This is an optimization exercise on Yosys and OpenROAD, whose aim is small area and a short achievable clock period, not a production implementation. At most, simulation tests tie the RTL to the original design; equivalence was not proved. Power figures rest on the tool's default switching activity, not on a simulated workload.

## echo_train_gen
module echo_train_gen #(
  parameter int N_ECHO  = 5,
  parameter int DW      = 10,
  parameter int CNT_W   = 16,
  parameter int PERIOD  = 200,
  parameter int NOISE_W = 4
) (
  input  logic                          clk,
  input  logic                          reset,
  input  logic                          start,
  input  logic                          stop,
  input  logic                          mode,
  input  logic                          noise_en,
  input  logic [8*(N_ECHO+1)-1:0]       amp_i,
  input  logic [CNT_W*(N_ECHO+1)-1:0]   delay_i,
  output logic [DW-1:0]                 sum_o,
  output logic [7:0]                    start_o,
  output logic                          busy,
  output logic                          frame_o
);
  localparam int NP = N_ECHO + 1;
  logic             run_q;
  logic             last_q;
  logic             first_q;
  logic [7:0]       cnt_q;
  logic [15:0]      lfsr_q;
  logic [DW-1:0]    sum_q;
  logic [7:0]       st_q;
  logic             frame_q;
  logic [7:0]       amp_q [NP];
  logic [8:0]       pos_q [NP];
  logic [7:0]       sb_q  [NP];
  logic [7:0]       h1_q  [NP];
  logic [7:0]       h2_q  [NP];
  logic             hc_q  [NP];
  logic [10:0]      y1_q, y2_q, y3_q;
  logic [7:0]       p0_q;
  logic go, ld;
  assign go = run_q && !stop;
  assign ld = !run_q || last_q;
  logic [7:0] sb_d [NP];
  for (genvar k = 0; k < NP; k++) begin : g_shape
    logic [8:0] u;
    logic       win;
    logic [7:0] s4;
    assign u = pos_q[k];
    assign win = (u[8:4] == 5'd0 && u[3:0] <= 4'd11) || (u[8:2] == 7'h7F);
    localparam logic [127:0] SHAPE4 = 128'h230e0502050e23477cb9ebffebb97c47;
    assign s4 = SHAPE4[8*u[3:0] +: 8];
    assign sb_d[k] = win ? s4 : 8'd0;
  end
  logic [7:0] h1_d [NP];
  logic [7:0] h2_d [NP];
  logic       hc_d [NP];
  for (genvar k = 0; k < NP; k++) begin : g_mul
    etg_mul u_mul (.a(amp_q[k]), .s(sb_q[k]), .h1(h1_d[k]), .h2(h2_d[k]), .hc(hc_d[k]));
  end
  logic [10:0] y1_d, y2_d, y3_d;
  etg_sum u_sum (
    .h1({h1_q[5], h1_q[4], h1_q[3], h1_q[2], h1_q[1], h1_q[0]}),
    .h2({h2_q[5], h2_q[4], h2_q[3], h2_q[2], h2_q[1], h2_q[0]}),
  ...
==> flow/config.mk <==
export PLATFORM = sky130hd
export DESIGN_NAME = echo_train_gen
export DESIGN_NICKNAME = echo_train_gen
export VERILOG_FILES = /design/flow/design.v
export SDC_FILE = /design/flow/constraint.sdc
export NUM_CORES = 4
export LEC_CHECK = 0
export CAP_MARGIN = 20
export CORE_MARGIN = 2
export CORE_UTILIZATION = 40
export SETUP_SLACK_MARGIN = 5
export SLEW_MARGIN = 20
==> flow/constraint.sdc <==
create_clock -name core_clock -period 10.5 [get_ports {clk}]
set_input_delay 2.1000 -clock core_clock [delete_from_list [all_inputs] [get_ports {clk}]]
set_output_delay 2.1000 -clock core_clock [all_outputs]
set_load 0.01 [all_outputs]
standard.sh (not shown) runs the stock make flow with config.mk's settings and CLKGATE_MAP_FILE= SYNTH_SCRIPT=/design/flow/synth_recipe.tcl, a recipe that flattens the netlist after the stock synthesis.
==> flow/flow/run.sh <==
#!/bin/bash
set -euo pipefail
MARGIN=${MARGIN:-6.5}
PORTBUF=${PORTBUF:-sky130_fd_sc_hd__buf_1}
sed -e "s/SETUP_SLACK_MARGIN=[0-9.]*/SETUP_SLACK_MARGIN=$MARGIN/" \
    -e "s/\"\${@:-finish}\"/BUFFER_PORTS_ARGS='-buffer_cell $PORTBUF' \"\${@:-finish}\"/" \
    standard.sh > standard_flow.sh
bash standard_flow.sh > standard.log 2>&1
==> next run, changes <==
--- a/flow/flow/run.sh
+++ b/flow/flow/run.sh
@@ -1,5 +1,5 @@
 #!/bin/bash
 set -euo pipefail
-MARGIN=${MARGIN:-6.5}
+MARGIN=${MARGIN:-7}
 PORTBUF=${PORTBUF:-sky130_fd_sc_hd__buf_1}
 sed -e "s/SETUP_SLACK_MARGIN=[0-9.]*/SETUP_SLACK_MARGIN=$MARGIN/" \
What happened: The new run produced a clean layout. Clock skew stays flat. Cell count went up by 1.1%. Count of clock-buffer cells in the layout grows by 4. Flip-flop and latch count stays the same. Design area goes up by 1.9%.


Another version of the RTL of echo_train_gen (not shown whole).
For scale: ~2700 cells after synthesis, roughly 26000 um2 of cells after synthesis.
export LEC_CHECK = 0
export CAP_MARGIN = 20
export CORE_MARGIN = 2
export CORE_UTILIZATION = 40
export SETUP_SLACK_MARGIN = 5
export SLEW_MARGIN = 20
create_clock -name core_clock -period 10.5 [get_ports {clk}]
==> flow/flow/run.sh <==
#!/bin/bash
set -euo pipefail
MARGIN=${MARGIN:-7}
PORTBUF=${PORTBUF:-sky130_fd_sc_hd__buf_1}
sed -e "s/SETUP_SLACK_MARGIN=[0-9.]*/SETUP_SLACK_MARGIN=$MARGIN/" \
    -e "s/\"\${@:-finish}\"/BUFFER_PORTS_ARGS='-buffer_cell $PORTBUF' \"\${@:-finish}\"/" \
    standard.sh > standard_flow.sh
bash standard_flow.sh > standard.log 2>&1
Edit:
==> flow/flow/run.sh (replaced) <==
#!/bin/bash
set -euo pipefail
MARGIN=${MARGIN:-7.5}
sed "s/SETUP_SLACK_MARGIN=[0-9.]*/SETUP_SLACK_MARGIN=$MARGIN/" standard.sh > standard_margin.sh
bash standard_margin.sh > standard.log 2>&1
Effect: Worst setup slack improves by 19 ps; via count rises by 2.0%; total power rose by 0.43%; synthesized cell count does not change; sequential share of layout area goes down by 1.7 points; hold slack is better by 3.6 ps; routed wire length rises by 4.4%; core utilization increases by 3.4 points.
Edit:
==> flow/flow/run.sh (replaced) <==
#!/bin/bash
set -euo pipefail
MARGIN=${MARGIN:-7}
PORTBUF=${PORTBUF:-sky130_fd_sc_hd__buf_1}
sed -e "s/SETUP_SLACK_MARGIN=[0-9.]*/SETUP_SLACK_MARGIN=$MARGIN/" \
    -e "s/\"\${@:-finish}\"/BUFFER_PORTS_ARGS='-buffer_cell $PORTBUF' \"\${@:-finish}\"/" \
    standard.sh > standard_flow.sh
bash standard_flow.sh > standard.log 2>&1
--- a/flow/config.mk
+++ b/flow/config.mk
@@ -8,5 +8,6 @@
 export CAP_MARGIN = 20
 export CORE_MARGIN = 2
-export CORE_UTILIZATION = 40
+export CORE_UTILIZATION = 50
+export CTS_BUF_LIST = sky130_fd_sc_hd__clkbuf_4 sky130_fd_sc_hd__clkbuf_8
 export SETUP_SLACK_MARGIN = 5
 export SLEW_MARGIN = 20
=> Hold slack barely changes. Total power is lower by a few percent. Area after synthesis is unchanged. Worst setup slack got worse by 46 ps. Sequential cell count does not change.
No run of this note included a check of the RTL's function; only the layout flow was run.

[afterwards: timing with drivers on the ports]
Ports are ideal in the flow. The routed layouts listed here were re-timed in OpenROAD. Step 1 sets driving cells, clkbuf_16 on the clock port and buf_2 on the other inputs (assumed; they add their load-dependent delay and slew). Step 2, shift: input delay + t, output delay - t, t = (earliest + latest rising clock arrival at the registers) / 2. This alone moves slack from input paths to output paths. Slacks: ideal / step 1 / step 2; pairs: ideal / step 1.
run	shift t [ns]	slack for setup (ns)	cell pins on the clock port's net
the first run of note 1	0.611	6.742 / 6.682 / 6.565	1
the second run of note 1	0.621	7.091 / 7.047 / 6.678	1
the first run of note 2	0.624	7.076 / 7.044 / 6.699	1
the second run of note 2	0.617	7.094 / 7.094 / 6.898	1
the third run of note 2	0.692	7.048 / 7.041 / 6.738	1
After both steps setup and hold are still met in every run listed. The setup slack of the second run of note 1, which loses most, moves by -0.044 ns with the drivers and by -0.413 ns with both steps.
